From an optimization exercise on the open Yosys and OpenROAD flow, aimed at small area, a short achievable clock period and few clock cycles per item; shortcuts taken in it are not production practice.
Only simulation tests tie the RTL to the original design; equivalence was not proved.
No activity file was given, so power comes from the tool's default toggle rates.

===== flow/config.mk =====
export PLATFORM = sky130hd
export DESIGN_NAME = integer_alu
export DESIGN_NICKNAME = integer_alu
export VERILOG_FILES = /design/flow/design.v
export SDC_FILE = /design/flow/constraint.sdc
export NUM_CORES = 4
export LEC_CHECK = 0
export CAP_MARGIN = 20
export CORE_MARGIN = 2
export CORE_UTILIZATION = 35
export SETUP_SLACK_MARGIN = 1.0
export SLEW_MARGIN = 20

===== flow/constraint.sdc =====
create_clock -name core_clock -period 5.5 [get_ports {Clk}]
set_input_delay 1.1000 -clock core_clock [delete_from_list [all_inputs] [get_ports {Clk}]]
set_output_delay 1.1000 -clock core_clock [all_outputs]
set_load 0.01 [all_outputs]

===== flow/design.v =====
module integer_alu #(
    parameter int UNIT_ID = 3,
    parameter int OPW     = 32
) (
    input  logic         Clk,
    input  logic         Reset,
    input  logic [15:0]  address,
    input  logic         nRead,
    input  logic         nWrite,
    input  logic [255:0] ExeDataOut,
    output logic [255:0] IntDataOut,
    output logic         IntErr
);
    localparam logic [7:0] OP_ADD = 8'h10;
    localparam logic [7:0] OP_SUB = 8'h11;
    localparam logic [7:0] OP_MUL = 8'h12;
    localparam logic [7:0] OP_DIV = 8'h13;
    logic [255:32] src1_hi_q, src2_hi_q;
    logic [31:0]   a, b;             
    logic          v1_q, v2_q;
    logic [5:0]    za_q, zb_q;       
    logic [63:0]   res_q;
    logic [7:0]    op_q;
    logic          done_q, err_q;
    logic          mb_q, db_q;       
    logic [3:0]    cnt_q;
    logic [3:0]    dig_q;
    logic [33:0]   b3_q;
    logic       busy;
    logic       unit_sel, wr_en, rd_en, start, wr1, wr2;
    logic [4:0] idx_hit;
    logic [7:0] wop;
    assign busy     = mb_q | db_q;
    assign unit_sel = (address[15:12] == UNIT_ID[3:0]);
    assign wr_en    = unit_sel && !nWrite && !busy;
    assign rd_en    = unit_sel && !nRead;
    for (genvar gi = 0; gi < 5; gi++) begin : g_idx
        assign idx_hit[gi] = (address[11:0] == 12'(gi));
    end
    assign wr1   = wr_en && idx_hit[0];
    assign wr2   = wr_en && idx_hit[1];
    assign start = wr_en && idx_hit[3];
    assign wop   = ExeDataOut[7:0];
    always_comb begin
        IntDataOut = '0;
        if (rd_en) begin
            if (idx_hit[0]) IntDataOut = {v1_q ? src1_hi_q : 224'b0, a};
            if (idx_hit[1]) IntDataOut = {v2_q ? src2_hi_q : 224'b0, b};
            if (idx_hit[2]) IntDataOut = {192'b0, res_q};
            if (idx_hit[3]) IntDataOut = {248'b0, op_q};
            if (idx_hit[4]) IntDataOut = {255'b0, done_q};
        end
    end
    assign IntErr = err_q;
    logic [31:0] wx;
    logic [15:0] v1l, z1l;
    logic [7:0]  v2l;
    logic [15:0] z2l;
    logic [3:0]  v3l;
    logic [11:0] z3l;
    logic [1:0]  v4l;
    logic [7:0]  z4l;
    logic [4:0]  z5l;
    logic [5:0]  wlz;
    assign wx = ExeDataOut[31:0];
    always_comb begin
        for (int g = 0; g < 16; g++) begin
            v1l[g] = wx[2*g+1] | wx[2*g];
            z1l[g] = ~wx[2*g+1];
        end
        for (int g = 0; g < 8; g++) begin
            v2l[g]       = v1l[2*g+1] | v1l[2*g];
            z2l[2*g +: 2] = v1l[2*g+1] ? {1'b0, z1l[2*g+1]} : {1'b1, z1l[2*g]};
        end
        for (int g = 0; g < 4; g++) begin
            v3l[g]       = v2l[2*g+1] | v2l[2*g];
            z3l[3*g +: 3] = v2l[2*g+1] ? {1'b0, z2l[2*(2*g+1) +: 2]} : {1'b1, z2l[2*(2*g) +: 2]};
        end
        for (int g = 0; g < 2; g++) begin
            v4l[g]       = v3l[2*g+1] | v3l[2*g];
            z4l[4*g +: 4] = v3l[2*g+1] ? {1'b0, z3l[3*(2*g+1) +: 3]} : {1'b1, z3l[3*(2*g) +: 3]};
        end
        z5l = v4l[1] ? {1'b0, z4l[7:4]} : {1'b1, z4l[3:0]};
        wlz = (v4l[1] | v4l[0]) ? {1'b0, z5l} : 6'd32;
    end
    logic       a_zero, b_zero, a_lt;
    logic [2:0] tdm;             
    logic [4:0] s5;
    logic [3:0] k0;
    logic [31:0] r0;
    assign a_zero = za_q[5];
    assign b_zero = zb_q[5];
    assign a_lt   = za_q > zb_q;           
    assign tdm    = ~za_q[4:2];
    assign s5     = zb_q[4:0] - za_q[4:0];
    assign k0     = s5[4:1];
    assign r0     = a >> ({k0, 1'b0} + 6'd2);
    logic [33:0] m1, m2, m3, xd, in3;
    logic [34:0] op2, op3, t1, t2, t3;
    assign m1  = {2'b0, b};
    assign m2  = {1'b0, b, 1'b0};
    assign m3  = b3_q;
    assign xd  = db_q ? {res_q[63:32], dig_q[1:0]} : {2'b0, a};
    assign in3 = db_q ? {res_q[63:32], dig_q[1:0]} : m2;
    assign op2 = db_q ? ~{1'b0, m2} : {1'b0, m1};
    assign op3 = db_q ? ~{1'b0, m3} : {1'b0, m1};
    assign t1  = {1'b0, xd} + ~{1'b0, m1} + 35'd1;
    assign t2  = {1'b0, xd} + op2 + {34'd0, db_q};
    assign t3  = {1'b0, in3} + op3 + {34'd0, db_q};
    logic [31:0] rn;
    logic [1:0]  qd;
    always_comb begin
        if (!t3[34])      begin qd = 2'd3; rn = t3[31:0]; end
        else if (!t2[34]) begin qd = 2'd2; rn = t2[31:0]; end
        else if (!t1[34]) begin qd = 2'd1; rn = t1[31:0]; end
        else              begin qd = 2'd0; rn = xd[31:0]; end
    end
    logic [63:0] div_next;
    assign div_next = {rn, res_q[29:0], qd};
    function automatic [33:0] mult(input [1:0] d, input [33:0] x1, input [33:0] x2, input [33:0] x3);
        mult = ({34{d == 2'd1}} & x1) | ({34{d == 2'd2}} & x2) | ({34{d == 2'd3}} & x3);
    endfunction
    logic [33:0] mh, ml;
    logic [35:0] r0w, r1w, r2w, cs_s;
    logic [36:0] cs_c, low;
    logic [27:0] hi_inc, hi;
    logic [63:0] mul_next;
    assign mh       = mult(dig_q[3:2], m1, m2, m3);
    assign ml       = mult(dig_q[1:0], m1, m2, m3);
    assign r0w      = {res_q[31:0], 4'b0};
    assign r1w      = {mh, 2'b0};
    assign r2w      = {2'b0, ml};
    assign cs_s     = r0w ^ r1w ^ r2w;
    assign cs_c     = {(r0w & r1w) | (r0w & r2w) | (r1w & r2w), 1'b0};
    assign low      = {1'b0, cs_s} + cs_c;
    assign hi_inc   = res_q[59:32] + 28'd1;
    assign hi       = low[36] ? hi_inc : res_q[59:32];
    assign mul_next = {hi, low[35:0]};
    logic is_add, is_sub, is_mul, is_div, div_go, mul_go;
    assign is_add = (wop == OP_ADD);
    assign is_sub = (wop == OP_SUB);
    assign is_mul = (wop == OP_MUL);
    assign is_div = (wop == OP_DIV);
    assign div_go = is_div && !b_zero && !a_lt;
    assign mul_go = is_mul && !a_zero && !b_zero;
    logic [63:0] res_div0, res_start, res_d;
    assign res_div0  = b_zero ? {a, 32'hFFFF_FFFF} : a_lt ? {a, 32'b0} : {r0, 32'b0};
    assign res_start = ({64{is_add}} & {31'b0, t2[32:0]})
                     | ({64{is_sub}} & {31'b0, t1[32:0]})
                     | ({64{is_div}} & res_div0);
    always_comb begin
        res_d = res_q;
        if (start) res_d = res_start;
        if (mb_q)  res_d = mul_next;
        if (db_q)  res_d = div_next;
    end
    logic [3:0] cnt_m1;
    assign cnt_m1 = cnt_q - 4'd1;
    always_ff @(posedge Clk) begin
        if (!busy) b3_q <= t3[33:0];
        if (wr1) src1_hi_q <= ExeDataOut[255:32];
        if (wr2) src2_hi_q <= ExeDataOut[255:32];
    end
    always_ff @(posedge Clk) begin
        if (Reset) begin
            a      <= '0;
            b      <= '0;
            v1_q   <= 1'b0;
            v2_q   <= 1'b0;
            za_q   <= 6'd32;
            zb_q   <= 6'd32;
            res_q  <= '0;
            op_q   <= '0;
            done_q <= 1'b0;
            err_q  <= 1'b0;
            mb_q   <= 1'b0;
            db_q   <= 1'b0;
            cnt_q  <= '0;
            dig_q  <= '0;
        end else begin
            res_q <= res_d;
            if (wr1) begin
                a    <= wx;
                v1_q <= 1'b1;
                za_q <= wlz;
            end
            if (wr2) begin
                b    <= wx;
                v2_q <= 1'b1;
                zb_q <= wlz;
            end
            if (start) begin
                op_q   <= wop;
                done_q <= !(div_go || mul_go);
                mb_q   <= mul_go;
                db_q   <= div_go;
                err_q  <= !(is_add || is_sub || is_mul || is_div) || (is_div && b_zero);
                cnt_q  <= is_mul ? {1'b0, tdm} : k0;
                dig_q  <= is_mul ? a[4*tdm +: 4] : {2'b0, a[2*k0 +: 2]};
            end else if (busy) begin
                cnt_q <= cnt_m1;
                dig_q <= mb_q ? a[4*cnt_m1[2:0] +: 4] : {2'b0, a[2*cnt_m1 +: 2]};
                if (cnt_q == 4'd0) begin
                    mb_q   <= 1'b0;
                    db_q   <= 1'b0;
                    done_q <= 1'b1;
                end
            end
        end
    end
endmodule

===== flow/flow/run.sh =====
#!/bin/bash
set -euo pipefail
export BUFFER_PORTS_ARGS="-buffer_cell sky130_fd_sc_hd__buf_2"
bash standard.sh > standard.log 2>&1

===== flow/standard.sh =====
#!/bin/bash
# synth_recipe.tcl (not shown) runs the flow's synth.tcl, then flattens the netlist and writes it again
# the make line also repeats each setting of config.mk as NAME=value (left out here)
make -C /OpenROAD-flow-scripts/flow DESIGN_CONFIG=/design/flow/config.mk WORK_HOME=/design/flow/orfs CLKGATE_MAP_FILE= SYNTH_SCRIPT=/design/flow/synth_recipe.tcl "${@:-finish}"

==> results_dict.tcl, run 1 <==
set metrics [dict create \
    drt-pass1-iter-count 8 \
    detail_route.wl_per_cell_um 28.9 \
    number_of_nets_with_antenna_violations_after_routing 0 \
    timing.reg2reg.setup_slack_ps 900 \
    cp_cell_sequence "nor2b_4 -> buf_12 -> clkbuf_16 -> a22o_1 -> fa_2 -> ha_2 -> a21o_1 -> a2111o_1 -> a21oi_4 -> a211oi_2 -> buf_4 -> o21a_4 -> or2_4 -> or4_4 -> or3_1 -> a311o_1 -> a311oi_2" \
    synth.top_cell.area_share 0.370 \
    max_clock_freq_mhz 217 \
    p_leak_nw 18.4 \
    core_mm2 0.111 \
    tightestPinTransition_ps 1020 \
    clkSinkCount 644 \
    grt_overflow_total 0 \
    final_min_period_over_clock_period 0.836 \
    grt_pass1_vias 35800 \
    cts_made_buffers 72 \
    routed_wirelength_um 183000 \
    total_of_max_cap_violations 0 \
    post-route-util 0.438 \
    worst_setup_hold_path_clk_slew_ps 70 \
    later_pin_clock_latency_in_the_skew_report_ps 650 \
    yosysUniqueCellTypes 78 \
    path_max_fanout 7 \
    synth_seq_cells 644 \
    layout_commonest_cell "buf_2" \
    total_nets_final 5247 \
    placed_cells 6155 \
    ios 533 \
    fp.dieArea_mm2 0.115 \
    htree_levels 3 \
    grt_pass1_wl_um 254000 \
    antenna_found_initial 35 \
    synthesized_cell_area_mm2 0.0392 \
    worstSetupStartpointType "register" \
    cpPeakStageDelay_ps 440 \
    rsz0062_at_grt "yes" \
    cts.root.buffer_cell "clkbuf_16" \
    worst_hold_path.endpoint "op_q[3]" \
    synth_edf_count 482 \
    synth_async_sr_flop_share 0 \
    worst-endpoint-required_ps 6060 \
    place_congestion 1.08 \
    drcViolationCount 0 \
    critical_path.reg2reg.startpoint "dig_q[3]" \
    setup-violations-final 0 \
    synthToLayoutAreaGrowth_pct 24.0 \
    outcome "finished clean" \
    ys_top_cells_by_area "edfxtp_1, dfxtp_1, nand2_1, nor2_1, ha_1" \
    finalMaxSlewViolations 0 \
    ys_dominant_reg_cell "edfxtp_1" \
    drt-vias-per-instance 6.02 \
    synth_cells 4184 \
    final-hold-violation-count 0 \
    floorplan.rows 122 \
    clock-skew-final_ps 41.1 \
    route.vias.total 38200 \
    crit_slowest_cell "fa_2" \
    layout_min_cycle_time_ps 4600 \
    yosys_warnings 1 \
    grt_start_max_net_pins 120 \
    timing.slew.headroom 0.314 \
    data_arrival_at_the_endpoint_of_the_critical_path_ps 5160 \
    timing.rr.end "res_q[47]" \
    timing.hold.worst_path_depth 2 \
    synthesized_nets 4643 \
    final_cell_count_no_fill 6341 \
    synth.yosys.seq_area_share 0.452 \
    die_x_um 339 \
    power.density_cell_area_mw_per_mm2 216 \
    reg2reg_depth 17 \
    postCtsHoldBufs 0 \
    timing_worst_setup_path_type "reg2reg" \
    netlist.top_cell.by_area "edfxtp_1" \
    globalRouteTotalUtil 0.301 \
    layout-drive-gt1-share 0.228 \
    avgSynthCellArea_um2 9.36 \
    hpwlAfterDp_um 138000 \
    min-delay-path-class "reg2reg" \
    highest_count_cells_in_the_layout_ignoring_fill_and_taps "buf_2, nand2_1, nor2_1" \
    die_height_um 339 \
    vdd_ir_drop_max_mv 0.408 \
    floorplan.initialDensity 0.353 \
    io_buffer_count 532 \
    worst_hold_startpoint "op_q[3]" \
    clk_path_buf_depth 3 \
    cts_tree "built" \
    timing.critical_path.to_type "register" \
    drt_iter0_drc 4973 \
    setup_total_negative_slack_ps 0 \
]
==> flip-flops by register name, indices dropped and copies added, names as in the netlist <==
signal / cells
dig_q: 4
op_q: 8
b: 32
b3_q: 34
v1_q: 1
err_q: 1
v2_q: 1
a: 32
zb_q: 6
res_q: 64
done_q: 1
src2_hi_q: 224
src1_hi_q: 224
za_q: 6
mb_q: 1
db_q: 1
cnt_q: 4
==> power breakdown <==
group          switching, mW  internal, mW  leakage (nW)
sequential         0.0000384          5.21          5.75
combinational          0.157        0.0922          11.5
clock                   2.15          2.89          1.15
total                   2.30          8.19          18.4
==> kinds of logic (layout without fill, tap and decap cells) <==
| group | after synthesis | count (layout) | share of synthesized area |
|---|---|---|---|
| AO/OA/AOI/OAI | 1386 | 1386 | 0.234 |
| XOR/XNOR | 143 | 143 | 0.0320 |
| adder cells (fa/ha/maj) | 183 | 183 | 0.0655 |
| buffers and inverters | 425 | 1082 | 0.0410 |
| flip-flops | 644 | 644 | 0.452 |
| multiplexers | 103 | 103 | 0.0353 |
| other | 0 | 11 | 0 |
| AND/OR/NAND/NOR | 1300 | 1301 | 0.140 |
==> final cells by class <==
type / count / area [um2]
fillers: 10800 / 62300
repair buffers: 824 / 5490
multi-input cells: 3116 / 20500
inverters: 130 / 510
clock buffers: 90 / 1880
well taps: 1488 / 1860
diodes: 11 / 27.5
clock inverters: 38 / 527
flip-flops and latches: 644 / 17700
==> metal layers <==
layer  share of wire  global-route usage  up-vias
li1                -                   -    16800
met1            0.38               0.376    18400
met2            0.44               0.467     2376
met3            0.11              0.0811      511
met4           0.072               0.175       46
met5          0.0015                   0        -
==> synth_stat cells, drive strengths merged (37+ instances only) <==
master,n
a21o,63
o21ai,284
xor2,67
a221oi,39
mux2i,66
fa,37
edfxtp,482
nand2,518
ha,146
nor2,511
a22o,56
clkbuf,273
o211ai,43
a22oi,208
nor3,54
a211oi,85
inv,128
xnor2,76
a31oi,38
dfxtp,162
a21oi,344
nand3,45
==> worst max-delay path by stage <==
stage | slack (ps) | startpoint | cells after the start | endpoint
final | 900 | dig_q[3] | 17 | res_q[47]
after detailed placement | 420 | dig_q[2] | 16 | res_q[47]
after CTS | 870 | dig_q[3] | 16 | res_q[47]
after global routing | 830 | dig_q[3] | 17 | res_q[47]
after floorplan | 1000 | db_q | 18 | res_q[32]
after global placement | 440 | dig_q[2] | 17 | res_q[47]
==> critical path, delay by kind of cell (launching register included) <==
kind | cells | cell delay [ps]
DFF | 1 | 370
buffers and inverters | 3 | 470
adders and majority gates | 2 | 640
and+or+nand+nor | 4 | 1260
AOI/OAI and AO/OA | 8 | 1800
==> stage by stage <==
stage	worst slack, ps	instance area [um2]	power (mW)	hold WS (ps)
after floorplan	1000	39400	5.38	432
after global placement	443	44900	5.55	443
after detailed placement	418	44900	5.55	448
after CTS	866	47500	10.5	458
after global routing	830	48500	10.7	478
final	900	48600	10.5	456
==> timing repair <==
action / 4_1_cts / 5_1_grt
resized for setup: 33 / 127
pin swaps: 5 / 27
cloned: 1 / 12
setup buffers: 8 / 26
setup endpoints to repair: 230 / 153
Testbench counts, summed over its fixed seeds: cycles 13,392, ops 2,400.
==> inputs of run 2 (changes only) <==
--- a/flow/design.v
+++ b/flow/design.v
@@ -24,7 +24,7 @@
     logic          done_q, err_q;
     logic          mb_q, db_q;       
     logic [3:0]    cnt_q;
-    logic [3:0]    dig_q;
+    logic [1:0]    dig_q;            
     logic [33:0]   b3_q;
     logic       busy;
     logic       unit_sel, wr_en, rd_en, start, wr1, wr2;
@@ -41,16 +41,21 @@
     assign wr2   = wr_en && idx_hit[1];
     assign start = wr_en && idx_hit[3];
     assign wop   = ExeDataOut[7:0];
-    always_comb begin
-        IntDataOut = '0;
-        if (rd_en) begin
-            if (idx_hit[0]) IntDataOut = {v1_q ? src1_hi_q : 224'b0, a};
-            if (idx_hit[1]) IntDataOut = {v2_q ? src2_hi_q : 224'b0, b};
-            if (idx_hit[2]) IntDataOut = {192'b0, res_q};
-            if (idx_hit[3]) IntDataOut = {248'b0, op_q};
-            if (idx_hit[4]) IntDataOut = {255'b0, done_q};
-        end
-    end
+    logic        mc_q;
+    logic [63:0] res_rd;
+    logic        rs1, rs2, rs3, rs4, rs5;
+    assign res_rd = {res_q[63:36] + {27'b0, mc_q}, res_q[35:0]};
+    assign rs1 = rd_en && idx_hit[0] && v1_q;
+    assign rs2 = rd_en && idx_hit[1] && v2_q;
+    assign rs3 = rd_en && idx_hit[2];
+    assign rs4 = rd_en && idx_hit[3];
+    assign rs5 = rd_en && idx_hit[4];
+    assign IntDataOut[255:64] = ({192{rs1}} & src1_hi_q[255:64]) | ({192{rs2}} & src2_hi_q[255:64]);
+    assign IntDataOut[63:32]  = ({32{rs1}} & src1_hi_q[63:32]) | ({32{rs2}} & src2_hi_q[63:32])
+                              | ({32{rs3}} & res_rd[63:32]);
+    assign IntDataOut[31:0]   = ({32{rd_en && idx_hit[0]}} & a) | ({32{rd_en && idx_hit[1]}} & b)
+                              | ({32{rs3}} & res_rd[31:0]) | ({32{rs4}} & {24'b0, op_q})
+                              | {31'b0, rs5 & done_q};
     assign IntErr = err_q;
     logic [31:0] wx;
     logic [15:0] v1l, z1l;
@@ -100,8 +105,8 @@
     assign m1  = {2'b0, b};
     assign m2  = {1'b0, b, 1'b0};
     assign m3  = b3_q;
-    assign xd  = db_q ? {res_q[63:32], dig_q[1:0]} : {2'b0, a};
-    assign in3 = db_q ? {res_q[63:32], dig_q[1:0]} : m2;
+    assign xd  = db_q ? {res_q[63:32], dig_q} : {2'b0, a};
+    assign in3 = db_q ? {res_q[63:32], dig_q} : m2;
     assign op2 = db_q ? ~{1'b0, m2} : {1'b0, m1};
     assign op3 = db_q ? ~{1'b0, m3} : {1'b0, m1};
     assign t1  = {1'b0, xd} + ~{1'b0, m1} + 35'd1;
@@ -117,25 +122,25 @@
     end
     logic [63:0] div_next;
     assign div_next = {rn, res_q[29:0], qd};
-    function automatic [33:0] mult(input [1:0] d, input [33:0] x1, input [33:0] x2, input [33:0] x3);
-        mult = ({34{d == 2'd1}} & x1) | ({34{d == 2'd2}} & x2) | ({34{d == 2'd3}} & x3);
-    endfunction
+    logic [2:0]  msh_q, msl_q;
     logic [33:0] mh, ml;
     logic [35:0] r0w, r1w, r2w, cs_s;
     logic [36:0] cs_c, low;
-    logic [27:0] hi_inc, hi;
+    logic [27:0] hi;
     logic [63:0] mul_next;
-    assign mh       = mult(dig_q[3:2], m1, m2, m3);
-    assign ml       = mult(dig_q[1:0], m1, m2, m3);
+    assign mh       = ({34{msh_q[0]}} & m1) | ({34{msh_q[1]}} & m2) | ({34{msh_q[2]}} & m3);
+    assign ml       = ({34{msl_q[0]}} & m1) | ({34{msl_q[1]}} & m2) | ({34{msl_q[2]}} & m3);
     assign r0w      = {res_q[31:0], 4'b0};
     assign r1w      = {mh, 2'b0};
     assign r2w      = {2'b0, ml};
     assign cs_s     = r0w ^ r1w ^ r2w;
     assign cs_c     = {(r0w & r1w) | (r0w & r2w) | (r1w & r2w), 1'b0};
     assign low      = {1'b0, cs_s} + cs_c;
-    assign hi_inc   = res_q[59:32] + 28'd1;
-    assign hi       = low[36] ? hi_inc : res_q[59:32];
+    assign hi       = res_q[59:32] + {23'b0, mc_q, 4'b0};
     assign mul_next = {hi, low[35:0]};
+    function automatic [2:0] onehot3(input [1:0] d);
+        onehot3 = {d == 2'd3, d == 2'd2, d == 2'd1};
+    endfunction
     logic is_add, is_sub, is_mul, is_div, div_go, mul_go;
     assign is_add = (wop == OP_ADD);
     assign is_sub = (wop == OP_SUB);
@@ -177,8 +182,13 @@
             db_q   <= 1'b0;
             cnt_q  <= '0;
             dig_q  <= '0;
+            msh_q  <= '0;
+            msl_q  <= '0;
+            mc_q   <= 1'b0;
         end else begin
             res_q <= res_d;
+            if (mb_q)       mc_q <= low[36];
+            else if (start) mc_q <= 1'b0;
             if (wr1) begin
                 a    <= wx;
                 v1_q <= 1'b1;
@@ -196,10 +206,14 @@
                 db_q   <= div_go;
                 err_q  <= !(is_add || is_sub || is_mul || is_div) || (is_div && b_zero);
                 cnt_q  <= is_mul ? {1'b0, tdm} : k0;
-                dig_q  <= is_mul ? a[4*tdm +: 4] : {2'b0, a[2*k0 +: 2]};
+                dig_q  <= a[2*k0 +: 2];
+                msh_q  <= onehot3(a[4*tdm+2 +: 2]);
+                msl_q  <= onehot3(a[4*tdm +: 2]);
             end else if (busy) begin
                 cnt_q <= cnt_m1;
-                dig_q <= mb_q ? a[4*cnt_m1[2:0] +: 4] : {2'b0, a[2*cnt_m1 +: 2]};
+                dig_q <= a[2*cnt_m1 +: 2];
+                msh_q <= onehot3(a[4*cnt_m1[2:0]+2 +: 2]);
+                msl_q <= onehot3(a[4*cnt_m1[2:0] +: 2]);
                 if (cnt_q == 4'd0) begin
                     mb_q   <= 1'b0;
                     db_q   <= 1'b0;
==> flow/flow/run.sh (replaced) <==
#!/bin/bash
set -euo pipefail
export BUFFER_PORTS_ARGS="-buffer_cell sky130_fd_sc_hd__buf_1"
bash standard.sh > standard.log 2>&1
--- a/flow/config.mk
+++ b/flow/config.mk
@@ -7,6 +7,8 @@
 export LEC_CHECK = 0
 export CAP_MARGIN = 20
 export CORE_MARGIN = 2
-export CORE_UTILIZATION = 35
-export SETUP_SLACK_MARGIN = 1.0
+export CORE_UTILIZATION = 55
+export CTS_CLUSTER_DIAMETER = 60
+export CTS_CLUSTER_SIZE = 25
+export SETUP_SLACK_MARGIN = 1.3
 export SLEW_MARGIN = 20
==> run 2 against run 1 <==
Against the previous run: via count fell by 0.72%; maximum frequency rose by 8.0%; wire length fell by 7.0%; setup slack improved by 340 ps; first-iteration DRC count rose by 30%; final cell count fell by 13%; power fell by 9.7%; register-to-register slack improved by 340 ps; still clean on timing, DRC and antenna.
==> results_dict.tcl, run 2 <==
set metrics [dict create \
    detail_route.wl_per_cell_um 30.9 \
    io_buffer_count 532 \
    place_congestion 1.06 \
    vdd_ir_drop_max_mv 0.343 \
    hpwlAfterDp_um 120000 \
    drcViolationCount 0 \
    outcome "finished clean" \
    synthTopCellsByCount "edfxtp_1, nand2_1, a21oi_1, nor2_1, clkbuf_1" \
    clk_path_buf_depth 3 \
    core_mm2 0.0703 \
    final_cell_area_excluding_filler_cells_mm2 0.0470 \
    clock-skew-final_ps 33.2 \
    synthesized_cell_area_mm2 0.0392 \
    drt-vias-per-instance 6.88 \
    routed_wirelength_um 170000 \
    cpPeakStageDelay_ps 680 \
    final-hold-violation-count 0 \
    max_clock_freq_mhz 235 \
    layout-drive-gt1-share 0.150 \
    globalRouteTotalUtil 0.425 \
    layout_commonest_cell "edfxtp_1" \
    worstSetupStartpointType "register" \
    grt_util_met2 0.635 \
    critical_path.reg2reg.startpoint "db_q" \
    synth_edf_count 482 \
    synthesized_nets 4461 \
    yosys_warnings 1 \
    antenna_found_initial 13 \
    floorplan.initialDensity 0.558 \
    floorplan.rows 97 \
    tightestPinTransition_ps 1260 \
    die_height_um 271 \
    synth.top_cell.area_share 0.369 \
    cts_tree "built" \
    avgSynthCellArea_um2 9.80 \
    rsz0062_at_grt "yes" \
    yosysUniqueCellTypes 85 \
    cts.root.buffer_cell "clkbuf_16" \
    grt_overflow_total 0 \
    synthToLayoutAreaGrowth_pct 19.9 \
    netlist.top_cell.by_area "edfxtp_1" \
    timing_worst_setup_path_type "reg2reg" \
    worst-endpoint-required_ps 6020 \
    post-layout-total-power_mw 9.47 \
    cp_cell_sequence "buf_4 -> bufbuf_16 -> or2_1 -> or3_4 -> or3_1 -> buf_4 -> a21oi_2 -> o211ai_1 -> o211ai_1 -> a21oi_1 -> a221o_1" \
    busiest_layer "met2" \
    synth.yosys.seq_area_share 0.454 \
    min-delay-path-class "reg2reg" \
    drt_iter0_drc 6467 \
    p_leak_nw 18.4 \
    post_dp_cell_area_mm2 0.0424 \
    layout_top_registers "src1_hi_q: 224 flops, src2_hi_q: 224 flops, res_q: 64 flops" \
    die_x_um 271 \
    clkSinkCount 649 \
    cp-startpoint "db_q" \
    timing.critical_path.to_type "register" \
    total_of_max_cap_violations 0 \
    ys_dominant_reg_cell "edfxtp_1" \
    grt_pass1_vias 35200 \
    worst_setup_hold_path_clk_slew_ps 100 \
    grt_start_max_net_pins 113 \
    setup_total_negative_slack_ps 0 \
    power.density_cell_area_mw_per_mm2 202 \
    synth_seq_cells 649 \
    use_met3 0.143 \
    gr-usage-met1 0.567 \
    number_of_nets_with_antenna_violations_after_routing 0 \
    later_pin_clock_latency_in_the_skew_report_ps 650 \
    synth_async_sr_flop_share 0 \
    critical_path.top_delay_family "compound AO/OA/AOI/OAI gates" \
    critical_path.n_buffers_inverters 3 \
    crit_slowest_cell "a21oi_2" \
    total_nets_final 4982 \
    cts_made_buffers 49 \
    layout_min_cycle_time_ps 4260 \
    drt-pass1-iter-count 11 \
    worst_hold_startpoint "op_q[1]" \
    highest_count_cells_in_the_layout_ignoring_fill_and_taps "edfxtp_1, nand2_1, buf_1" \
    ios 533 \
    path_max_fanout 51 \
    ys_top_cells_by_area "edfxtp_1, dfxtp_1, ha_1, a22o_1, nand2_1" \
    fp.dieArea_mm2 0.0734 \
    route.vias.total 37900 \
    setup-violations-final 0 \
    synth_cells 4001 \
    hold_ws_ps 459 \
    grt_pass1_wl_um 232000 \
    synthMostInstantiatedCell "edfxtp_1" \
    data_arrival_at_the_endpoint_of_the_critical_path_ps 4770 \
    htree_levels 2 \
    timing.slew.headroom 0.163 \
    postCtsHoldBufs 0 \
    final_min_period_over_clock_period 0.774 \
    finalMaxSlewViolations 0 \
]
-- run 2: layout make-up --
cell class                 count  area (um2)
clock buffer                  58        1330
fill                        5561       23300
tap                          940        1180
clock inverter                31         470
multi-input combinational   2837       20200
timing repair buffer         761        5020
sequential                   649       17900
inverter                     224         863
antenna                       11        27.5
-- run 2: what timing repair did --
| item | CTS | global route |
|---|---|---|
| buffers inserted | 22 | 41 |
| endpoints found under the setup margin | 282 | 286 |
| endpoints found under the hold margin | 0 | 0 |
| pin swaps | 10 | 65 |
| gates cloned | 12 | 32 |
| gates resized for setup | 126 | 364 |
-- run 2: worst register-to-register path, stage by stage (launching register included) --
cell	delay [ps]
dfxtp_4	420
buf_4	170
bufbuf_16	350
or2_1	460
or3_4	420
or3_1	420
buf_4	310
a21oi_2	680
o211ai_1	180
o211ai_1	330
a21oi_1	140
a221o_1	270
-- run 2: metrics by stage --
stage                     worst slack (ps)   util  std cells
after floorplan                       1230      -       4001
after CTS                             1220  0.641       5427
final                                 1240  0.669       5511
after global routing                  1170  0.669       5508
after global placement                 398  0.604       5304
after detailed placement               471  0.604       5304
-- run 2: logic make-up (layout without fill, tap and decap cells) --
family                     Yosys count  count (layout)  share of synthesized area
adders and majority gates          184             184                     0.0658
muxes                              149             149                     0.0422
DFF                                649             649                      0.454
buffers and inverters              522            1074                     0.0517
xor gates and xnor gates           129             129                     0.0288
AOI/OAI and AO/OA                 1339            1339                      0.239
and+or+nand+nor                   1029            1036                      0.118
other                                0              11                          0
-- run 2: report_power, final --
part / internal [mW] / leakage [nW] / switching, mW
sequential: 5.23 / 5.81 / 0.0000532
clock: 1.97 / 0.855 / 2.08
combinational: 0.0631 / 11.7 / 0.129
total: 7.26 / 18.4 / 2.21
-- run 2: final timing paths --
kind | end | slack (ps) | cells past startpoint
worst min register to register | op_q[1] | 460 | 2
worst max-delay path | dig_q[1] | 1240 | 11
worst max register to register | dig_q[1] | 1240 | 11
worst min-delay path | op_q[1] | 460 | 2
-- run 2: metal layers --
metal / routed length (um) / vias up
li1: - / 16200
met1: 62100 / 18100
met2: 72800 / 3051
met3: 25600 / 590
met4: 10100 / 4
met5: 23 / -
Testbench counts of run 2, summed over its fixed seeds: cycles 13,392, ops 2,400.
==> inputs of run 3 (changes only) <==
--- a/flow/design.v
+++ b/flow/design.v
@@ -109,9 +109,39 @@
     assign in3 = db_q ? {res_q[63:32], dig_q} : m2;
     assign op2 = db_q ? ~{1'b0, m2} : {1'b0, m1};
     assign op3 = db_q ? ~{1'b0, m3} : {1'b0, m1};
-    assign t1  = {1'b0, xd} + ~{1'b0, m1} + 35'd1;
-    assign t2  = {1'b0, xd} + op2 + {34'd0, db_q};
-    assign t3  = {1'b0, in3} + op3 + {34'd0, db_q};
+    assign t1  = bk35({1'b0, xd}, ~{1'b0, m1}, 1'b1);
+    assign t2  = bk35({1'b0, xd}, op2, db_q);
+    assign t3  = bk35({1'b0, in3}, op3, db_q);
+    function automatic [34:0] bk35(input [34:0] x, input [34:0] y, input ci);
+        reg [34:0] g, p, gg, pp;
+        reg [35:0] c;
+        integer l, i, d;
+        g  = x & y;
+        p  = x ^ y;
+        gg = g;
+        pp = p;
+        for (l = 0; l < 6; l = l + 1) begin
+            d = 1 << l;
+            for (i = 0; i < 35; i = i + 1) begin
+                if (((i + 1) % (2 * d)) == 0) begin
+                    gg[i] = gg[i] | (pp[i] & gg[i - d]);
+                    pp[i] = pp[i] & pp[i - d];
+                end
+            end
+        end
+        for (l = 4; l >= 0; l = l - 1) begin
+            d = 1 << l;
+            for (i = 0; i < 35; i = i + 1) begin
+                if (((i + 1) % (2 * d)) == d && i >= 2 * d) begin
+                    gg[i] = gg[i] | (pp[i] & gg[i - d]);
+                    pp[i] = pp[i] & pp[i - d];
+                end
+            end
+        end
+        c[0] = ci;
+        for (i = 0; i < 35; i = i + 1) c[i + 1] = gg[i] | (pp[i] & ci);
+        bk35 = p ^ c[34:0];
+    endfunction
     logic [31:0] rn;
     logic [1:0]  qd;
     always_comb begin
--- a/flow/config.mk
+++ b/flow/config.mk
@@ -7,8 +7,9 @@
 export LEC_CHECK = 0
 export CAP_MARGIN = 20
 export CORE_MARGIN = 2
-export CORE_UTILIZATION = 55
+export CORE_UTILIZATION = 40
 export CTS_CLUSTER_DIAMETER = 60
 export CTS_CLUSTER_SIZE = 25
-export SETUP_SLACK_MARGIN = 1.3
+export SETUP_SLACK_MARGIN = 1.15
 export SLEW_MARGIN = 20
+export TNS_END_PERCENT = 0
==> run 3 against run 2 <==
Against the previous run: synthesized cell count shrank 8.9%; power grew 3.3%; clock skew grew 10 ps; count of clock-buffer cells in the layout grew 1; still clean; maximum frequency shrank 3.2%; global-route usage shrank 11 points; final cell count shrank 1.2%; sequential power is essentially flat; sequential share of layout area grew 2.5 points; largest cell class unchanged; critical endpoint is now res_q[32].
==> results_dict.tcl, run 3 <==
set metrics [dict create \
    layout-drive-gt1-share 0.110 \
    cpPeakStageDelay_ps 590 \
    clock-skew-final_ps 43.4 \
    yosys_warnings 1 \
    layout_top_registers "src1_hi_q: 224 flops, src2_hi_q: 224 flops, res_q: 64 flops" \
    power.density_cell_area_mw_per_mm2 222 \
    layout_commonest_cell "buf_1" \
    synth_fa_ha_area_frac 0.0688 \
    grt_pass1_vias 31900 \
    worst_setup_hold_path_clk_slew_ps 80 \
    final-hold-violation-count 0 \
    floorplan.initialDensity 0.404 \
    crit_cells 15 \
    critical_path.top_delay_family "compound AO/OA/AOI/OAI gates" \
    path_max_fanout 29 \
    synthesized_cell_area_mm2 0.0372 \
    busiest_layer "met2" \
    use_met3 0.108 \
    multiplexer_share_of_the_synthesized_area 0.0332 \
    setup_total_negative_slack_ps 0 \
    max_clock_freq_mhz 227 \
    antenna_found_initial 26 \
    gr-usage-met1 0.404 \
    logic_pwr_share 0.018 \
    worst_hold_startpoint "op_q[7]" \
    reg2reg_depth 15 \
    cell_internal_pwr_mw 7.48 \
    clkSinkCount 649 \
    worst-endpoint-required_ps 6080 \
    crit_slowest_cell "a221o_1" \
    p_leak_nw 16.7 \
    cts.root.buffer_cell "clkbuf_16" \
    number_of_nets_with_antenna_violations_after_routing 0 \
    die_x_um 309 \
    synth_cells 3643 \
    setup-violations-final 0 \
    core_mm2 0.0919 \
    critical_path.reg2reg.startpoint "db_q" \
    later_pin_clock_latency_in_the_skew_report_ps 670 \
    hpwlAfterDp_um 118000 \
    total_nets_final 4607 \
    rsz0062_at_grt "yes" \
    cp-startpoint "db_q" \
    drcViolationCount 0 \
    synth_async_sr_flop_share 0 \
    synthMostInstantiatedCell "edfxtp_1" \
    detail_route.wl_per_cell_um 29.3 \
    avgSynthCellArea_um2 10.2 \
    place_congestion 1.07 \
    synthTopCellsByCount "edfxtp_1, nand2_1, a21oi_1, clkbuf_1, o21ai_0" \
    cts_tree "built" \
    grt_pass1_wl_um 222000 \
    tightestPinTransition_ps 1160 \
    synth-xor-area-share 0.0339 \
    power_frac_clock 0.447 \
    grt_start_max_net_pins 92 \
    htree_levels 2 \
    postCtsHoldBufs 0 \
    synth_simple_gate_area_frac 0.107 \
    data_arrival_at_the_endpoint_of_the_critical_path_ps 4980 \
    layout_min_cycle_time_ps 4400 \
    synth_edf_count 482 \
    highest_count_cells_in_the_layout_ignoring_fill_and_taps "buf_1, edfxtp_1, nand2_1" \
    outcome "finished clean" \
    timing_worst_setup_path_type "reg2reg" \
    synth_compound_area_frac 0.228 \
    ios 533 \
    synthToLayoutAreaGrowth_pct 18.4 \
    timing.slew.headroom 0.229 \
    ys_top_cells_by_area "edfxtp_1, dfxtp_1, ha_1, a22o_1, nand2_1" \
    synth_seq_cells 649 \
    route.vias.total 33900 \
    timing.hold.worst_path_depth 2 \
    cp_cell_sequence "buf_16 -> nand2_1 -> o21ai_1 -> ha_1 -> a21oi_1 -> o21ai_0 -> a221o_1 -> a21oi_1 -> o2111ai_1 -> a31oi_2 -> buf_4 -> nand2_2 -> buf_4 -> a211o_1 -> a31oi_1" \
    hold_ws_ps 457 \
    dominant_combinational_cell_family_by_area_after_synthesis "compound AO/OA/AOI/OAI gates" \
    drt-pass1-iter-count 13 \
    synthesized_nets 4103 \
    sw_frac_of_total 0.236 \
    critical_path.n_buffers_inverters 3 \
    netlist.top_cell.by_area "edfxtp_1" \
    drt-vias-per-instance 6.24 \
    seq_power_share 0.535 \
    globalRouteTotalUtil 0.319 \
    io_buffer_count 532 \
    timing.critical_path.to_type "register" \
    synth.top_cell.area_share 0.389 \
    finalMaxSlewViolations 0 \
    vdd_ir_drop_max_mv 0.232 \
    floorplan.rows 111 \
    grt_overflow_total 0 \
    clk_path_buf_depth 3 \
    die_height_um 309 \
    min-delay-path-class "reg2reg" \
    fp.dieArea_mm2 0.0954 \
    synth.yosys.seq_area_share 0.479 \
    total_of_max_cap_violations 0 \
    final_min_period_over_clock_period 0.800 \
    cts_made_buffers 54 \
    drt_iter0_drc 4726 \
    net_load_switching_power_mw 2.31 \
    worstSetupStartpointType "register" \
    ys_dominant_reg_cell "edfxtp_1" \
    yosysUniqueCellTypes 91 \
    grt_util_met2 0.484 \
    routed_wirelength_um 160000 \
]
[run 3: power groups by stage]
| stage | registers [mW] | clock network, mW | logic (mW) |
|---|---|---|---|
| after CTS | 5.24 | 4.41 | 0.173 |
| final | 5.23 | 4.37 | 0.177 |
| after floorplan | 5.35 | 0 | 0.0364 |
| after global routing | 5.23 | 4.56 | 0.191 |
| after detailed placement | 5.35 | 0 | 0.171 |
| after global placement | 5.35 | 0 | 0.165 |
[run 3: area by class of cell]
class                   count  area, um2
inverters                 211        807
clock buffers              59       1390
multi-input cells        2520      17900
repair buffers            711       3910
flip-flops and latches    649      17900
clock inverters            42        623
diodes                      9       22.5
well taps                1243       1560
fillers                  8727      47900
[run 3: repair_timing]
action                     4_1_cts  5_1_grt
setup buffers                    8       14
gates resized for setup         43       99
setup endpoints to repair      276      306
cloned                           4        7
pin swaps                        9       31
[run 3: worst paths after layout]
check        slack [ps]   endpoint
min reg2reg         460    op_q[7]
max reg2reg        1100  res_q[32]
max                1100  res_q[32]
min                 460    op_q[7]
[run 3: metal layers]
metal	up-vias	routed length, um
li1	14800	-
met1	16200	58400
met2	2332	69000
met3	548	21600
met4	40	10300
met5	-	332
[run 3: through the flow]
step                      worst slack, ps  cells   util  power (mW)  instance area, um2
after global placement                669   5299  0.447        5.51               41100
after detailed placement              688   5300  0.447        5.52               41100
after floorplan                       341   3643      -        5.39               37200
after CTS                            1090   5413  0.472        9.82               43400
after global routing                 1040   5440  0.479        9.99               44000
final                                1100   5444  0.479        9.79               44000
[run 3: worst reg2reg max path: stages (launching register included)]
cell and delay (ps):
dfxtp_4 500, buf_16 230, nand2_1 170, o21ai_1 280
ha_1 340, a21oi_1 140, o21ai_0 190, a221o_1 590
a21oi_1 250, o2111ai_1 170, a31oi_2 260, buf_4 240
nand2_2 140, buf_4 200, a211o_1 380, a31oi_1 200
[run 3: logic make-up after synthesis]
family / count (synthesis)
compound gates: 1197
simple gates: 889
fa+ha+maj: 184
mux: 104
buf+inv: 476
xor+xnor: 144
flops: 649
Testbench counts of run 3, summed over its fixed seeds: cycles 13,392, ops 2,400.
==> inputs of run 4 (changes only) <==
--- a/flow/config.mk
+++ b/flow/config.mk
@@ -12,4 +12,4 @@
 export CTS_CLUSTER_SIZE = 25
 export SETUP_SLACK_MARGIN = 1.15
 export SLEW_MARGIN = 20
-export TNS_END_PERCENT = 0
+export TNS_END_PERCENT = 20
==> run 4 against run 3 <==
Against the previous run: still clean; clock skew is 3.8 ps lower; power about the same; non-clock buffer count up 25; maximum frequency is 0.72% higher.
==> results_dict.tcl, run 4 <==
set metrics [dict create \
    outcome "finished clean" \
    place_congestion 1.07 \
    worst-endpoint-required_ps 6040 \
    p_leak_nw 17.0 \
    final_cell_count_no_fill 5469 \
    floorplan.rows 111 \
    yosys_warnings 1 \
    timing.critical_path.to_type "register" \
    later_pin_clock_latency_in_the_skew_report_ps 670 \
    routed_wirelength_um 160000 \
    layout-drive-gt1-share 0.126 \
    grt_start_max_net_pins 92 \
    floorplan.initialDensity 0.404 \
    timing_worst_setup_path_type "reg2reg" \
    net_load_switching_power_mw 2.31 \
    synthMostInstantiatedCell "edfxtp_1" \
    synthesized_nets 4103 \
    layout_min_cycle_time_ps 4370 \
    synth.top_cell.area_share 0.389 \
    cts_tree "built" \
    setup_total_negative_slack_ps 0 \
    worst_setup_hold_path_clk_slew_ps 80 \
    synth_async_sr_flop_share 0 \
    netlist.top_cell.by_area "edfxtp_1" \
    grt_overflow_total 0 \
    synthToLayoutAreaGrowth_pct 19.9 \
    final_min_period_over_clock_period 0.794 \
    placed_cells 5300 \
    globalRouteTotalUtil 0.320 \
    rsz0062_at_grt "yes" \
    layout_commonest_cell "buf_1" \
    finalMaxSlewViolations 0 \
    vdd_ir_drop_max_mv 0.232 \
    synthTopCellsByCount "edfxtp_1, nand2_1, a21oi_1, clkbuf_1, o21ai_0" \
    tightestPinTransition_ps 1180 \
    logic_pwr_share 0.018 \
    max_clock_freq_mhz 229 \
    antenna_found_initial 26 \
    cts_made_buffers 54 \
    detailroute.wirelength.met3_um 20400 \
    number_of_nets_with_antenna_violations_after_routing 0 \
    core_mm2 0.0919 \
    highest_count_cells_in_the_layout_ignoring_fill_and_taps "buf_1, edfxtp_1, nand2_1" \
    post-route-util 0.485 \
    io_buffer_count 532 \
    dp_worst_setup_slack_ps 688 \
    postLayoutSetupSlackWorst_ps 1130 \
    synth_seq_cells 649 \
    clock-skew-final_ps 39.6 \
    data_arrival_at_the_endpoint_of_the_critical_path_ps 4910 \
    grt_pass1_vias 31900 \
    cell_internal_pwr_mw 7.48 \
    yosysUniqueCellTypes 91 \
    total_nets_final 4632 \
    wirelength_met1_um 60000 \
    post_dp_cell_area_mm2 0.0411 \
    final_cell_area_excluding_filler_cells_mm2 0.0446 \
    min-delay-path-class "reg2reg" \
    synth_edf_count 482 \
    seq_power_share 0.535 \
    postCtsHoldBufs 0 \
    reg2reg_depth 14 \
    drcViolationCount 0 \
    power_frac_clock 0.447 \
    avgSynthCellArea_um2 10.2 \
    highest-signal-layer "met5" \
    die_height_um 309 \
    worstSetupStartpointType "register" \
    cts.root.buffer_cell "clkbuf_16" \
    final-hold-violation-count 0 \
    power.density_cell_area_mw_per_mm2 220 \
    ys_dominant_reg_cell "edfxtp_1" \
    drt-pass1-iter-count 12 \
    hold_ws_ps 458 \
    setup-violations-final 0 \
    synthesized_cell_area_mm2 0.0372 \
    ys_top_cells_by_area "edfxtp_1, dfxtp_1, ha_1, a22o_1, nand2_1" \
    fp.dieArea_mm2 0.0954 \
    drt_iter0_drc 4717 \
    drt-vias-per-instance 6.21 \
    synth_cells 3643 \
    total_of_max_cap_violations 0 \
    met2_wl_um 69400 \
    path_max_fanout 18 \
    timing.slew.headroom 0.214 \
    grt_pass1_wl_um 222000 \
    hpwlAfterDp_um 118000 \
    sw_frac_of_total 0.236 \
    layout_top_registers "src1_hi_q: 224 flops, src2_hi_q: 224 flops, res_q: 64 flops" \
    htree_levels 2 \
    post-layout-total-power_mw 9.78 \
    route.vias.total 34000 \
    detail_route.wl_per_cell_um 29.3 \
    clkSinkCount 649 \
    ios 533 \
    timing.hold.worst_path_depth 2 \
    die_x_um 309 \
    clk_path_buf_depth 3 \
    synth.yosys.seq_area_share 0.479 \
]
## run 4: cell counts after synthesis
No cell type changed its count.
## run 4: power by group through the flow
stage	Combinational [mW]	Clock, mW	Sequential, mW
4_1_cts	0.173	4.41	5.24
5_1_grt	0.192	4.56	5.23
3_3_place_gp	0.165	0	5.35
2_1_floorplan	0.0364	0	5.35
6_report	0.179	4.37	5.23
3_5_place_dp	0.171	0	5.35
## run 4: kinds of logic after synthesis
kind of cell             Yosys count  share of synthesized area
AO/OA/AOI/OAI                   1197                      0.228
AND/OR/NAND/NOR                  889                      0.107
flip-flops                       649                      0.479
buffers and inverters            476                     0.0494
adder cells (fa/ha/maj)          184                     0.0688
XOR/XNOR                         144                     0.0339
multiplexers                     104                     0.0332
## run 4: worst paths after layout
path | from | endpoint | slack [ps]
worst max-delay path | msl_q[1] | res_q[33] | 1130
worst min-delay path | op_q[7] | op_q[7] | 460
worst max register to register | msl_q[1] | res_q[33] | 1130
worst min register to register | op_q[7] | op_q[7] | 460
## run 4: layer usage
layer | track usage | vias to the layer above
met5 | 0 | -
met4 | 0.162 | 36
met3 | 0.108 | 516
met2 | 0.487 | 2249
met1 | 0.405 | 16300
li1 | - | 14900
## run 4: critical path: stages, from the launching register on
cell      delay [ps]
dfxtp_4          410
buf_4            220
a222oi_1         590
inv_1            130
fa_1             460
ha_1             380
a211oi_1         410
a31oi_4          150
a221o_1          410
o41ai_2          250
buf_4            220
o211ai_1         110
a21oi_1          170
xor2_1           230
o22ai_1          110
## run 4: what timing repair did
action / CTS / global route
endpoints found under the setup margin: 276 / 285
gates cloned: 6 / 9
hold endpoints to repair: 0 / 0
pin swaps: 12 / 45
buffers inserted: 8 / 35
resized for setup: 47 / 172
## run 4: area by class of cell
type                            instances  area, um2
Fill cell                            8651      47400
Multi-Input combinational cell       2520      18000
Sequential cell                       649      17900
Timing Repair Buffer                  736       4260
Tap cell                             1243       1560
Clock buffer                           59       1390
Inverter                              211        807
Clock inverter                         42        623
Antenna cell                            9       22.5
==> inputs of run 5 (changes only) <==
--- a/flow/design.v
+++ b/flow/design.v
@@ -41,10 +41,28 @@
     assign wr2   = wr_en && idx_hit[1];
     assign start = wr_en && idx_hit[3];
     assign wop   = ExeDataOut[7:0];
+    function automatic [27:0] inc28(input [27:0] x, input ci);
+        reg [27:0] pp;
+        integer l, i, d;
+        pp = x;
+        for (l = 0; l < 5; l = l + 1) begin
+            d = 1 << l;
+            for (i = 0; i < 28; i = i + 1)
+                if (((i + 1) % (2 * d)) == 0) pp[i] = pp[i] & pp[i - d];
+        end
+        for (l = 3; l >= 0; l = l - 1) begin
+            d = 1 << l;
+            for (i = 0; i < 28; i = i + 1)
+                if (((i + 1) % (2 * d)) == d && i >= 2 * d) pp[i] = pp[i] & pp[i - d];
+        end
+        inc28 = x ^ ({pp[26:0], 1'b1} & {28{ci}});
+    endfunction
     logic        mc_q;
     logic [63:0] res_rd;
     logic        rs1, rs2, rs3, rs4, rs5;
-    assign res_rd = {res_q[63:36] + {27'b0, mc_q}, res_q[35:0]};
+    logic [27:0] rd_hi;
+    assign rd_hi  = inc28(res_q[63:36], mc_q);
+    assign res_rd = {rd_hi, res_q[35:0]};
     assign rs1 = rd_en && idx_hit[0] && v1_q;
     assign rs2 = rd_en && idx_hit[1] && v2_q;
     assign rs3 = rd_en && idx_hit[2];
@@ -99,7 +117,7 @@
     assign tdm    = ~za_q[4:2];
     assign s5     = zb_q[4:0] - za_q[4:0];
     assign k0     = s5[4:1];
-    assign r0     = a >> ({k0, 1'b0} + 6'd2);
+    assign r0     = {2'b0, a[31:2] >> {k0, 1'b0}};
     logic [33:0] m1, m2, m3, xd, in3;
     logic [34:0] op2, op3, t1, t2, t3;
     assign m1  = {2'b0, b};
@@ -166,7 +184,9 @@
     assign cs_s     = r0w ^ r1w ^ r2w;
     assign cs_c     = {(r0w & r1w) | (r0w & r2w) | (r1w & r2w), 1'b0};
     assign low      = {1'b0, cs_s} + cs_c;
-    assign hi       = res_q[59:32] + {23'b0, mc_q, 4'b0};
+    logic [27:0] hi_up;
+    assign hi_up    = inc28({4'b0, res_q[59:36]}, mc_q);
+    assign hi       = {hi_up[23:0], res_q[35:32]};
     assign mul_next = {hi, low[35:0]};
     function automatic [2:0] onehot3(input [1:0] d);
         onehot3 = {d == 2'd3, d == 2'd2, d == 2'd1};
--- a/flow/config.mk
+++ b/flow/config.mk
@@ -12,4 +12,3 @@
 export CTS_CLUSTER_SIZE = 25
 export SETUP_SLACK_MARGIN = 1.15
 export SLEW_MARGIN = 20
-export TNS_END_PERCENT = 20
==> run 5 against run 4 <==
Against the previous run: still clean on timing, DRC and antenna; sequential share of layout area fell by 0.95 points; hold slack better by 0.82 ps; count of clock-buffer cells in the layout increased by 4; final cell count rose by 0.22%; setup slack got worse by 41 ps; sequential power is essentially flat; first-iteration DRC count grew 2.1%; non-clock buffer count rose by 17; area after synthesis down 0.26%; critical path type is now reg2out; critical endpoint is now IntDataOut[63]; largest cell class unchanged.
==> results_dict.tcl, run 5 <==
set metrics [dict create \
    total_of_max_cap_violations 0 \
    dp_worst_setup_slack_ps 595 \
    crit_slowest_cell "dfxtp_1" \
    grt_start_max_net_pins 100 \
    grt_pass1_wl_um 228000 \
    count_of_fill_cells_added_during_filler_insertion 8477 \
    synth.yosys.seq_area_share 0.480 \
    path_max_fanout 4 \
    use_met3 0.0864 \
    dominant_combinational_cell_family_by_area_after_synthesis "compound AO/OA/AOI/OAI gates" \
    drt-vias-per-instance 6.27 \
    synth.top_cell.area_share 0.390 \
    outcome "finished clean" \
    timing_worst_setup_path_type "reg2out" \
    cp_cell_sequence "nand3_1 -> nor2_1 -> nand2_4 -> or3_4 -> nor3_4 -> and2_4 -> and3_4 -> nand3_4 -> xor2_4 -> o21ai_2 -> buf_6" \
    core_mm2 0.0918 \
    rsz0062_at_grt "yes" \
    hpwlAfterDp_um 119000 \
    post_dp_cell_area_mm2 0.0409 \
    fp.dieArea_mm2 0.0952 \
    highest_count_cells_in_the_layout_ignoring_fill_and_taps "edfxtp_1, nand2_1, buf_1" \
    layout_commonest_cell "edfxtp_1" \
    ios 533 \
    sw_frac_of_total 0.239 \
    max_clock_freq_mhz 227 \
    busiest_layer "met2" \
    synth_edf_count 482 \
    synthesized_nets 4088 \
    synthMostInstantiatedCell "edfxtp_1" \
    finalMaxSlewViolations 0 \
    route.vias.total 34300 \
    ys_top_cells_by_area "edfxtp_1, dfxtp_1, ha_1, a22o_1, nand2_1" \
    timing.critical_path.to_type "primary output" \
    io_buffer_count 532 \
    globalRouteTotalUtil 0.329 \
    final_cell_area_excluding_filler_cells_mm2 0.0456 \
    grt_overflow_total 0 \
    net_load_switching_power_mw 2.40 \
    setup_total_negative_slack_ps 0 \
    avgSynthCellArea_um2 10.2 \
    data_arrival_at_the_endpoint_of_the_critical_path_ps 3310 \
    vdd_ir_drop_max_mv 0.266 \
    timing.slew.headroom 0.259 \
    cell_internal_pwr_mw 7.63 \
    setup-violations-final 0 \
    synth_fa_ha_area_frac 0.0686 \
    cts_tree "built" \
    final_min_period_over_clock_period 0.802 \
    total_area_of_multi_input_combinational_cells_mm2 0.0181 \
    netlist.top_cell.by_area "edfxtp_1" \
    grt_pass1_vias 32100 \
    yosys_warnings 1 \
    clkSinkCount 649 \
    htree_levels 2 \
    drt-pass1-iter-count 12 \
    detail_route.wl_per_cell_um 30.7 \
    gr-usage-met1 0.411 \
    worst-endpoint-required_ps 4400 \
    place_congestion 1.05 \
    multiplexer_share_of_the_synthesized_area 0.0271 \
    p_leak_nw 17.5 \
    post-layout-total-power_mw 10.0 \
    cpPeakStageDelay_ps 480 \
    seq_power_share 0.522 \
    cts.root.buffer_cell "clkbuf_16" \
    cts_made_buffers 58 \
    synth_async_sr_flop_share 0 \
    postLayoutSetupSlackWorst_ps 1090 \
    layout_top_registers "src1_hi_q: 224 flops, src2_hi_q: 224 flops, res_q: 64 flops" \
    synthToLayoutAreaGrowth_pct 23.1 \
    power.density_cell_area_mw_per_mm2 220 \
    layout-drive-gt1-share 0.168 \
    number_of_nets_with_antenna_violations_after_routing 0 \
    synth_cells 3629 \
    die_x_um 308 \
    later_pin_clock_latency_in_the_skew_report_ps 690 \
    power_frac_clock 0.461 \
    total_nets_final 4639 \
    synth_compound_area_frac 0.234 \
    tightestPinTransition_ps 1110 \
    grt_util_met2 0.508 \
    clk_path_buf_depth 3 \
    layout_min_cycle_time_ps 4410 \
    synthTopCellsByCount "edfxtp_1, nand2_1, a21oi_1, o21ai_0, a22o_1" \
    register_area_mm2 0.0179 \
    clock-skew-final_ps 47.8 \
    die_height_um 308 \
    final-hold-violation-count 0 \
    synth-xor-area-share 0.0353 \
    drcViolationCount 0 \
    synthesized_cell_area_mm2 0.0371 \
    drt_iter0_drc 4818 \
    worstSetupStartpointType "register" \
    synth_seq_cells 649 \
    floorplan.rows 111 \
    routed_wirelength_um 168000 \
    yosysUniqueCellTypes 99 \
    logic_pwr_share 0.017 \
    synth_simple_gate_area_frac 0.105 \
    floorplan.initialDensity 0.404 \
    worst_setup_hold_path_clk_slew_ps 80 \
    antenna_found_initial 23 \
    min-delay-path-class "reg2reg" \
    ys_dominant_reg_cell "edfxtp_1" \
]
[run 5: changes by cell type after synthesis, moves of 15 or more]
cell	previous run	this run
clkbuf_1	231	196
buf_2	5	27
nand2_1	388	415
xnor2_1	71	86
a21oi_1	247	278
nor2_1	229	202
mux2i_1	72	50
xor2_1	73	58
[run 5: area by class of cell]
type / instances / area share
Multi-Input combinational cell: 2510 / 0.398
Timing Repair Buffer: 753 / 0.112
Clock inverter: 46 / 0.0145
Tap cell: 1243 / 0.0341
Inverter: 208 / 0.0175
Sequential cell: 649 / 0.391
Clock buffer: 63 / 0.0331
Antenna cell: 9 / 0.000493
[run 5: kinds of logic (layout without fill, tap and decap cells)]
| logic type | count (synthesis) | after routing |
|---|---|---|
| AO/OA/AOI/OAI | 1231 | 1231 |
| AND/OR/NAND/NOR | 869 | 869 |
| flip-flops | 649 | 649 |
| buffers and inverters | 471 | 1070 |
| adder cells (fa/ha/maj) | 183 | 183 |
| XOR/XNOR | 147 | 148 |
| multiplexers | 79 | 79 |
| other | 0 | 9 |
[run 5: worst max-delay path: cells and delay by family (launching register included)]
| kind | cells | cell delay, ps |
|---|---|---|
| XOR/XNOR | 1 | 190 |
| AO/OA/AOI/OAI | 1 | 160 |
| buffers and inverters | 1 | 140 |
| flip-flops | 1 | 480 |
| AND/OR/NAND/NOR | 8 | 1680 |
[run 5: stage by stage]
step	std cells	hold slack, ps	util
floorplan	3629	427	-
global placement	5281	442	0.445
global route	5476	480	0.497
finish	5481	459	0.497
CTS	5413	459	0.475
detailed placement	5281	447	0.445
[run 5: path summary, 6_finish.rpt]
check,end,start,depth (start not counted),slack [ps]
worst max register to register,res_q[33],b[5],15,1150
worst max-delay path,IntDataOut[63],res_q[48],11,1090
worst min register to register,op_q[1],op_q[1],2,460
worst min-delay path,op_q[1],op_q[1],2,460
[run 5: repair_timing]
item	in CTS	in global routing
buffers inserted	19	24
hold buffers	0	0
pin swaps	13	104
setup endpoints to repair	279	283
resized for setup	89	464
cloned	4	35
[run 5: routing by layer]
layer	vias to the layer above	wire (um)
li1	14900	-
met4	20	12700
met1	16600	62500
met3	529	18000
met5	-	135
met2	2265	75100
[run 5: power groups by stage]
stage	clock network, mW	logic (mW)	registers, mW
2_1_floorplan	0	0.0350	5.35
3_3_place_gp	0	0.162	5.35
3_5_place_dp	0	0.168	5.35
4_1_cts	4.66	0.169	5.23
5_1_grt	4.82	0.186	5.23
6_report	4.62	0.173	5.23
Testbench counts of run 5, summed over its fixed seeds: cycles 13,392, ops 2,400.
==> inputs of run 6 (changes only) <==
--- a/flow/config.mk
+++ b/flow/config.mk
@@ -12,3 +12,4 @@
 export CTS_CLUSTER_SIZE = 25
 export SETUP_SLACK_MARGIN = 1.15
 export SLEW_MARGIN = 20
+export TNS_END_PERCENT = 0
==> run 6 against run 5 <==
Against the previous run: still clean; final cell count is 0.86% lower; area after synthesis unchanged; register-to-register slack worse by 140 ps; power is 0.88% lower; final area decreased by 3.9%; critical path type is now reg2reg; largest cell class is now sequential cells; highest routed layer unchanged.
==> results_dict.tcl, run 6 <==
set metrics [dict create \
    ys_dominant_reg_cell "edfxtp_1" \
    p_leak_nw 16.5 \
    min-delay-path-class "reg2reg" \
    net_load_switching_power_mw 2.50 \
    drt_iter0_drc 4759 \
    cell_internal_pwr_mw 7.44 \
    fp.dieArea_mm2 0.0952 \
    synth.yosys.seq_area_share 0.480 \
    drt-vias-per-instance 6.16 \
    tightestPinTransition_ps 1180 \
    ys_top_cells_by_area "edfxtp_1, dfxtp_1, ha_1, a22o_1, nand2_1" \
    register_area_mm2 0.0178 \
    timing.slew.headroom 0.191 \
    timing_worst_setup_path_type "reg2reg" \
    layout-drive-gt1-share 0.110 \
    total_nets_final 4602 \
    total_of_max_cap_violations 0 \
    route.vias.total 33500 \
    die_x_um 308 \
    grt_pass1_vias 32000 \
    antenna_found_initial 16 \
    place_congestion 1.02 \
    synthesized_nets 4088 \
    synthesized_cell_area_mm2 0.0371 \
    grt_overflow_total 0 \
    drcViolationCount 0 \
    clock-skew-final_ps 34.6 \
    synth_edf_count 482 \
    vdd_ir_drop_max_mv 0.288 \
    synth_async_sr_flop_share 0 \
    logic_pwr_share 0.017 \
    sw_frac_of_total 0.252 \
    floorplan.initialDensity 0.404 \
    ios 533 \
    core_mm2 0.0918 \
    cts_made_buffers 57 \
    floorplan.rows 111 \
    number_of_nets_with_antenna_violations_after_routing 0 \
    grt_start_max_net_pins 87 \
    yosysUniqueCellTypes 99 \
    highest_count_cells_in_the_layout_ignoring_fill_and_taps "buf_1, edfxtp_1, nand2_1" \
    synth_cells 3629 \
    setup_total_negative_slack_ps 0 \
    netlist.top_cell.by_area "edfxtp_1" \
    power.density_cell_area_mw_per_mm2 227 \
    yosys_warnings 1 \
    later_pin_clock_latency_in_the_skew_report_ps 700 \
    cts_tree "built" \
    io_buffer_count 532 \
    cts.root.buffer_cell "clkbuf_16" \
    globalRouteTotalUtil 0.314 \
    worstSetupStartpointType "register" \
    max_clock_freq_mhz 223 \
    worst-endpoint-required_ps 6040 \
    data_arrival_at_the_endpoint_of_the_critical_path_ps 5030 \
    path_max_fanout 54 \
    final_min_period_over_clock_period 0.815 \
    avgSynthCellArea_um2 10.2 \
    synthTopCellsByCount "edfxtp_1, nand2_1, a21oi_1, o21ai_0, a22o_1" \
    rsz0062_at_grt "yes" \
    htree_levels 2 \
    hold_ws_ps 465 \
    final-hold-violation-count 0 \
    outcome "finished clean" \
    synthToLayoutAreaGrowth_pct 18.3 \
    synth.top_cell.area_share 0.390 \
    layout_top_registers "src1_hi_q: 224 flops, src2_hi_q: 224 flops, res_q: 64 flops" \
    total_area_of_multi_input_combinational_cells_mm2 0.0177 \
    detail_route.wl_per_cell_um 28.4 \
    routed_wirelength_um 154000 \
    worst_setup_hold_path_clk_slew_ps 90 \
    clkSinkCount 649 \
    layout_min_cycle_time_ps 4490 \
    timing.critical_path.to_type "register" \
    synthMostInstantiatedCell "edfxtp_1" \
    count_of_fill_cells_added_during_filler_insertion 8603 \
    die_height_um 308 \
    finalMaxSlewViolations 0 \
    seq_power_share 0.527 \
    grt_pass1_wl_um 219000 \
    setup-violations-final 0 \
    drt-pass1-iter-count 14 \
    hpwlAfterDp_um 112000 \
    synth_seq_cells 649 \
    power_frac_clock 0.457 \
    layout_commonest_cell "buf_1" \
    clk_path_buf_depth 3 \
]
-- run 6: cell counts after synthesis --
Identical to the previous run, type by type.
-- run 6: repair_timing --
| action | 4_1_cts | 5_1_grt |
|---|---|---|
| hold buffers | 0 | 0 |
| pin swaps | 11 | 13 |
| endpoints found under the hold margin | 0 | 0 |
| gates resized for setup | 68 | 52 |
| buffers inserted | 18 | 13 |
| endpoints found under the setup margin | 287 | 310 |
| cloned | 9 | 2 |
-- run 6: final cells by class --
type,instances,share of cell area
Antenna cell,2,0.000114
Clock inverter,45,0.0153
Tap cell,1243,0.0354
Timing Repair Buffer,715,0.0883
Multi-Input combinational cell,2512,0.403
Inverter,208,0.0182
Sequential cell,649,0.407
Clock buffer,60,0.0328
-- run 6: final timing paths --
path / from / end / slack, ps / cells past startpoint
worst max-delay path: db_q / res_q[61] / 1010 / 14
worst min-delay path: op_q[7] / op_q[7] / 460 / 2
worst max register to register: db_q / res_q[61] / 1010 / 14
worst min register to register: op_q[7] / op_q[7] / 460 / 2
-- run 6: worst max-delay path, stage by stage, from the launching register on --
cell and delay (ps):
dfxtp_4 470, buf_12 300, nand2_1 180, o21ai_1 260
ha_1 370, and3_1 290, and3_1 250, a22oi_1 310
a31oi_1 260, o31ai_2 350, nand3_2 310, buf_4 270
a31o_2 210, o21ai_0 320, a31oi_1 130
-- run 6: power by group through the flow --
| stage | Clock (mW) | Combinational [mW] | Sequential [mW] |
|---|---|---|---|
| 3_3_place_gp | 0 | 0.153 | 5.35 |
| 4_1_cts | 4.56 | 0.161 | 5.24 |
| 2_1_floorplan | 0 | 0.0350 | 5.35 |
| 3_5_place_dp | 0 | 0.160 | 5.35 |
| 5_1_grt | 4.72 | 0.179 | 5.23 |
| 6_report | 4.54 | 0.164 | 5.23 |
-- run 6: cell families after synthesis --
logic type               synth area share
adder cells (fa/ha/maj)            0.0686
XOR/XNOR                           0.0353
multiplexers                       0.0271
flip-flops                          0.480
buffers and inverters              0.0498
AO/OA/AOI/OAI                       0.234
AND/OR/NAND/NOR                     0.105
-- run 6: through the flow --
step / total power [mW] / instances / util / cell area [um2] / worst slack [ps]
global route: 10.1 / 5433 / 0.478 / 43900 / 947
detailed placement: 5.51 / 5285 / 0.445 / 40900 / 611
global placement: 5.50 / 5285 / 0.445 / 40900 / 633
floorplan: 5.39 / 3629 / - / 37100 / 110
finish: 9.94 / 5434 / 0.478 / 43900 / 1010
CTS: 9.96 / 5417 / 0.475 / 43600 / 1040
-- run 6: per-layer routing --
layer / wire, um / track usage / up-vias / share of wire
li1: - / - / 14800 / -
met1: 57800 / 0.392 / 16000 / 0.37
met2: 67500 / 0.478 / 2143 / 0.44
met3: 17600 / 0.0939 / 511 / 0.11
met4: 11200 / 0.193 / 22 / 0.073
met5: 151 / 0 / - / 0.00098

separate check: timing with driven ports:
Ports are ideal in the flow. The routed layouts listed here were re-timed in OpenROAD.
Step 1, drivers: a clkbuf_16 drives Clk and a buf_2 each remaining input, both assumed.
Step 2 times the ports against the registers' clock, not the clock port: input delays grow and output delays shrink by t, the midpoint of the rising clock arrivals with the driver on.
Slacks: no drivers / after step 1 / after step 2; pairs: no drivers / after step 1.
run | t (ns) | setup WS [ns] | cell pins on the clock port's net
run 1 | 0.704 | 0.900 / 0.900 / 0.900 | 1
run 2 | 0.705 | 1.242 / 1.223 / 0.843 | 1
run 3 | 0.726 | 1.100 / 1.100 / 0.977 | 1
run 4 | 0.725 | 1.132 / 1.132 / 1.001 | 1
run 5 | 0.746 | 1.090 / 1.013 / 0.835 | 1
run 6 | 0.758 | 1.015 / 0.951 / 0.799 | 1
After both steps setup and hold are still met in every run listed. For run 2, which loses most, drivers alone change the setup slack by -0.019 ns; drivers and shift together by -0.399 ns.
